From an optimization exercise on the open Yosys and OpenROAD flow, aimed at small area; shortcuts taken in it are not production practice. The RTL was checked by simulation tests, not by an equivalence proof against the original design. Power and IR drop assume default switching activity. The clock port is modelled as an ideal driver; clocking choices that lean on that would not hold on a real chip.

==> flow/design.v <==
package piezo_mon_pkg;
    localparam logic [6:0] ADDR_PERIOD = 7'h60;
    localparam logic [6:0] ADDR_STATUS = 7'h61;
    localparam logic [6:0] ADDR_CTRL   = 7'h62;
    localparam int RD_VALID_BIT = 31;
    localparam int ST_FRAME_LSB = 16;
    localparam int ST_STATE_LSB = 1;
    localparam int ST_LOST_BIT  = 0;
    localparam int CTRL_EN_BIT  = 0;
    localparam int CTRL_CLR_BIT = 1;
    typedef enum logic [1:0] {
        IDLE     = 2'd0,
        WAIT_REF = 2'd1,
        MEASURE  = 2'd2
    } mon_state_t;
endpackage
module piezo_mon_ctl (
    input  logic s2,
    input  logic s3,
    input  logic seen,
    input  logic g_ref,
    input  logic g_arm,
    input  logic g_keep,
    input  logic g_init,
    output logic load,
    output logic hold,
    output logic seen_d
);
    logic rise;
    assign rise   = s2 & ~s3;
    assign load   = ~g_init | (rise & g_ref) | (rise & ~seen & g_arm);
    assign hold   = ~load;
    assign seen_d = load | (g_keep & seen);
endmodule
module piezo_mon_rd_aoi3 (
    input  logic [2:0] sel,
    input  logic [2:0] d,
    output logic       y_n
);
    assign y_n = ~((sel[0] & d[0]) | (sel[1] & d[1]) | (sel[2] & d[2]));
endmodule
module piezo_mon_rd_aoi2 (
    input  logic [1:0] sel,
    input  logic [1:0] d,
    output logic       y_n
);
    assign y_n = ~((sel[0] & d[0]) | (sel[1] & d[1]));
endmodule
module piezo_phase_monitor #(
    parameter int NUM_CH = 89,
    parameter int CNT_W  = 16
) (
    input  logic              clk,
    input  logic              reset,
    input  logic [NUM_CH-1:0] piezo_in,
    input  logic              ref_in,
    input  logic [6:0]        avs_address,
    input  logic              avs_read,
    output logic [31:0]       avs_readdata,
    input  logic              avs_write,
    input  logic [31:0]       avs_writedata,
    output logic              frame_done
);
    piezo_mon_pkg::mon_state_t state_q, state_d;
    logic             rs0_q;
    logic             rs1_q, rs2_q, ref_rise_q;
    logic [CNT_W-1:0] cnt1_q, cnt1_d;      
    logic             hold_q, hold_d;
    logic             enable_q, enable_d;
    logic             ref_lost_q, ref_lost_d;
    logic [15:0]      frame_cnt_q, frame_cnt_d;
    logic [CNT_W-1:0] period_q, period_d;
    logic             frame_done_q;
    logic             pub_q, pub_n_q, pub_next;
    logic             init_q;      
    logic [31:0]      rdata_q, rdata_d;
    logic             armed, stopped, sat, ctrl_wr, ref_rise_d;
    logic             g_ref, g_arm, g_keep;
    logic [CNT_W-1:0] cnt1_arm;            
    logic [CNT_W-1:0] phase_pub [NUM_CH];
    logic [NUM_CH-1:0] valid_pub;
    always_comb begin
        armed   = (state_q == piezo_mon_pkg::MEASURE);
        stopped = !enable_q || (state_q == piezo_mon_pkg::IDLE);
        sat     = armed && !ref_rise_q && (cnt1_q == '0);
        g_ref   = ref_rise_q && !stopped;
        g_arm   = armed && enable_q && !ref_rise_q && !sat;
        g_keep  = !stopped && !sat && !ref_rise_q;
        cnt1_arm = cnt1_q & {CNT_W{g_arm}};
    end
    always_comb begin
        state_d = state_q;
        if (!enable_q) begin
            state_d = piezo_mon_pkg::IDLE;
        end else begin
            case (state_q)
                piezo_mon_pkg::IDLE:     state_d = piezo_mon_pkg::WAIT_REF;
                piezo_mon_pkg::WAIT_REF: if (ref_rise_q) state_d = piezo_mon_pkg::MEASURE;
                piezo_mon_pkg::MEASURE:  if (sat) state_d = piezo_mon_pkg::WAIT_REF;
                default:  state_d = piezo_mon_pkg::IDLE;
            endcase
        end
    end
    always_comb begin
        ref_rise_d = rs1_q & ~rs2_q;
        cnt1_d     = cnt1_q + CNT_W'(1);
        hold_d     = hold_q;
        if (stopped || ref_rise_q) begin
            cnt1_d = CNT_W'(1);
            hold_d = 1'b0;
        end else if (sat) begin
            cnt1_d = CNT_W'(1);
            hold_d = 1'b1;
        end else if (hold_q) begin
            cnt1_d = CNT_W'(1);
        end
        ctrl_wr     = avs_write && (avs_address == piezo_mon_pkg::ADDR_CTRL);
        enable_d    = ctrl_wr ? avs_writedata[piezo_mon_pkg::CTRL_EN_BIT] : enable_q;
        ref_lost_d  = ref_lost_q | sat;
        frame_cnt_d = frame_cnt_q + 16'(pub_q);
        if (ctrl_wr && avs_writedata[piezo_mon_pkg::CTRL_CLR_BIT]) begin
            ref_lost_d  = 1'b0;
            frame_cnt_d = '0;
        end
        if (!init_q) frame_cnt_d = '0;
        period_d    = ({CNT_W{pub_q}} & cnt1_q) | ({CNT_W{pub_n_q & init_q}} & period_q);
        pub_next    = (state_d == piezo_mon_pkg::MEASURE) && enable_d && ref_rise_d;
    end
    localparam int NUM_GRP = (NUM_CH + 2) / 3;
    logic [7:0]           a_lo;
    logic [15:0]          a_hi;
    logic [3*NUM_GRP-1:0] ch_sel;
    logic [CNT_W:0]       grp_n [NUM_GRP];
    logic [CNT_W:0]       ch_rd;
    always_comb begin
        for (int j = 0; j < 8; j++)  a_lo[j] = (avs_address[2:0] == 3'(j));
        for (int k = 0; k < 16; k++) a_hi[k] = (avs_address[6:3] == 4'(k));
        ch_sel = '0;
        for (int i = 0; i < NUM_CH; i++) ch_sel[i] = a_hi[i/8] & a_lo[i%8];
    end
    for (genvar g = 0; g < NUM_GRP; g++) begin : g_rd
        localparam int N = (NUM_CH - 3*g < 3) ? NUM_CH - 3*g : 3;
        for (genvar b = 0; b <= CNT_W; b++) begin : g_bit
            logic [N-1:0] dd;
            for (genvar k = 0; k < N; k++) begin : g_in
                if (b == CNT_W) begin : g_valid
                    assign dd[k] = valid_pub[3*g+k];
                end else begin : g_phase
                    assign dd[k] = phase_pub[3*g+k][b];
                end
            end
            if (N == 3) begin : g_3
                piezo_mon_rd_aoi3 u_aoi (.sel(ch_sel[3*g +: 3]), .d(dd), .y_n(grp_n[g][b]));
            end else if (N == 2) begin : g_2
                piezo_mon_rd_aoi2 u_aoi (.sel(ch_sel[3*g +: 2]), .d(dd), .y_n(grp_n[g][b]));
            end else begin : g_1
                assign grp_n[g][b] = ~(ch_sel[3*g] & dd[0]);
            end
        end
    end
    always_comb begin
        ch_rd = '1;
        for (int g = 0; g < NUM_GRP; g++) ch_rd = ch_rd & grp_n[g];
        ch_rd = ~ch_rd;
    end
    always_comb begin
        rdata_d = rdata_q;
        if (avs_read) begin
            rdata_d = '0;
            if (avs_address < 7'(NUM_CH)) begin
                rdata_d[piezo_mon_pkg::RD_VALID_BIT] = ch_rd[CNT_W] & init_q;
                rdata_d[CNT_W-1:0] = ch_rd[CNT_W-1:0] & {CNT_W{init_q}};
            end else if (avs_address == piezo_mon_pkg::ADDR_PERIOD) begin
                rdata_d[CNT_W-1:0] = period_q & {CNT_W{init_q}};
            end else if (avs_address == piezo_mon_pkg::ADDR_STATUS) begin
                rdata_d[piezo_mon_pkg::ST_FRAME_LSB +: 16] = frame_cnt_q & {16{init_q}};
                rdata_d[piezo_mon_pkg::ST_STATE_LSB +: 2]  = state_q;
                rdata_d[piezo_mon_pkg::ST_LOST_BIT]        = ref_lost_q;
            end else if (avs_address == piezo_mon_pkg::ADDR_CTRL) begin
                rdata_d[piezo_mon_pkg::CTRL_EN_BIT] = enable_q;
            end
        end
    end
    always_ff @(posedge clk or posedge reset) begin
        if (reset) begin
            state_q      <= piezo_mon_pkg::IDLE;
            rs0_q        <= 1'b0;
            enable_q     <= 1'b0;
            ref_lost_q   <= 1'b0;
            frame_done_q <= 1'b0;
            pub_q        <= 1'b0;
            pub_n_q      <= 1'b0;
            init_q       <= 1'b0;
            rdata_q      <= '0;
        end else begin
            state_q      <= state_d;
            rs0_q        <= ref_in;
            enable_q     <= enable_d;
            ref_lost_q   <= ref_lost_d;
            frame_done_q <= pub_q;
            pub_q        <= pub_next;
            pub_n_q      <= ~pub_next;
            init_q       <= 1'b1;
            rdata_q      <= rdata_d;
        end
    end
    always_ff @(posedge clk) begin
        frame_cnt_q <= frame_cnt_d;
        period_q    <= period_d;
        rs1_q      <= rs0_q;
        rs2_q      <= rs1_q;
        ref_rise_q <= ref_rise_d;
        cnt1_q     <= cnt1_d;
        hold_q     <= hold_d;
    end
    for (genvar i = 0; i < NUM_CH; i++) begin : g_ch
        logic             s0_q;
        logic             s1_q, s2_q, s3_q;
        logic             seen_q, valid_q;
        logic [CNT_W-1:0] cap_q, phase_q;
        logic             load, hold, seen_d;
        piezo_mon_ctl u_ctl (
            .s2     (s2_q),
            .s3     (s3_q),
            .seen   (seen_q),
            .g_ref  (g_ref),
            .g_arm  (g_arm),
            .g_keep (g_keep),
            .g_init (init_q),
            .load   (load),
            .hold   (hold),
            .seen_d (seen_d)
        );
        always_ff @(posedge clk or posedge reset) begin
            if (reset) s0_q <= 1'b0;
            else       s0_q <= piezo_in[i];
        end
        always_ff @(posedge clk) begin
            s1_q    <= s0_q;
            s2_q    <= s1_q;
            s3_q    <= s2_q;
            seen_q  <= seen_d;
            cap_q   <= ({CNT_W{load}} & cnt1_arm) | ({CNT_W{hold}} & cap_q);
            phase_q <= ({CNT_W{pub_q}} & cap_q) | ({CNT_W{pub_n_q}} & phase_q);
            valid_q <= (pub_q & seen_q) | (pub_n_q & valid_q);
        end
        assign phase_pub[i] = phase_q;
        assign valid_pub[i] = valid_q;
    end
    assign avs_readdata = rdata_q;
    assign frame_done   = frame_done_q;
endmodule
clock: 10.0 ns
lec_check: 0
cap_margin: 10
core_margin: 2
core_utilization: 75
cts_buf_list: sky130_fd_sc_hd__clkbuf_8
cts_cluster_diameter: 60
cts_cluster_size: 18
slew_margin: 10
synth_hierarchical: 1
synth_minimum_keep_size: 0
standard.sh (not shown) runs the stock make flow with config.mk's settings and CLKGATE_MAP_FILE= SYNTH_SCRIPT=/design/flow/synth_recipe.tcl, a recipe that flattens the netlist after the stock synthesis.
==> flow/flow/run.sh <==
#!/bin/bash
set -euo pipefail
export CTS_ARGS="-sink_clustering_enable -repair_clock_nets -sink_clustering_size 18 -sink_clustering_max_diameter 60 -buf_list sky130_fd_sc_hd__clkbuf_8 -dont_use_dummy_load"
export BUFFER_PORTS_ARGS="-buffer_cell sky130_fd_sc_hd__buf_1"
bash standard.sh > standard.log 2>&1
==> next run, changes <==
CAP_MARGIN = 0   (was 10)
CORE_UTILIZATION = 65   (was 75)
SLEW_MARGIN = 0   (was 10)
Effect: Final cell count went up by 3.0%; via count went down by 1.7%; combinational power hardly moves; utilization went down by 10 points; synthesized cell count stays the same; total power went up by 0.31%; maximum frequency went down by 4.1%; sequential power is about the same; first-iteration DRC count went down by 7.1%; wire length went up by about 3%; synthesized area is unchanged.
==> next run, changes <==
CAP_MARGIN = 10   (was 0)
SLEW_MARGIN = 10   (was 0)
=> First-iteration DRC count is lower by about 3%; hold slack is about the same; power stays flat; cell area barely changes; combinational power hardly moves.
==> next run, changes <==
==> flow/flow/run.sh (replaced) <==
#!/bin/bash
set -euo pipefail
export CTS_ARGS="-sink_clustering_enable -repair_clock_nets -sink_clustering_size 30 -sink_clustering_max_diameter 90 -buf_list sky130_fd_sc_hd__clkbuf_16 -dont_use_dummy_load"
export BUFFER_PORTS_ARGS="-buffer_cell sky130_fd_sc_hd__buf_1"
bash standard.sh > standard.log 2>&1
CTS_BUF_LIST = sky130_fd_sc_hd__clkbuf_16   (was sky130_fd_sc_hd__clkbuf_8)
CTS_CLUSTER_DIAMETER = 90   (was 60)
CTS_CLUSTER_SIZE = 30   (was 18)
Result: The new run passed the timing, DRC and antenna checks; power grows by a few percent; design area grows slightly; global-route usage shrinks by 0.13 points; sequential cell count is unchanged; synthesized area does not change; core utilization grows by 0.24 points; setup slack is worse by 0.16 ns; maximum frequency shrinks by a few percent; clock-buffer cell count shrinks by 79.

-- separate check: timing with driven ports --
In the flow no input, the clock included, has a driving cell. The finished layouts below were timed again as built, in two steps. Step 1: set_driving_cell puts a clkbuf_16 on clk and a buf_2 on each other input, an assumption about the parent block. Step 2, shift: input delay + t, output delay - t, t = (earliest + latest rising clock arrival at the registers) / 2. This alone moves slack from input paths to output paths. Slacks: no drivers / after step 1 / after step 2; pairs: no drivers / after step 1.
run	t (ns)	slack for setup (ns)	hold WS [ns]
the first run	1.053	3.918 / 3.749 / 2.696	0.330 / 0.330 / 0.330
the second run	1.094	3.661 / 3.597 / 2.503	0.305 / 0.305 / 0.305
the third run	1.090	3.660 / 3.599 / 2.509	0.308 / 0.308 / 0.308
the fourth run	0.909	3.500 / 3.450 / 2.541	0.309 / 0.309 / 0.309
After both steps every run listed still meets setup and hold. For the first run, which loses most, drivers alone change the setup slack by -0.169 ns; drivers and shift together by -1.222 ns.
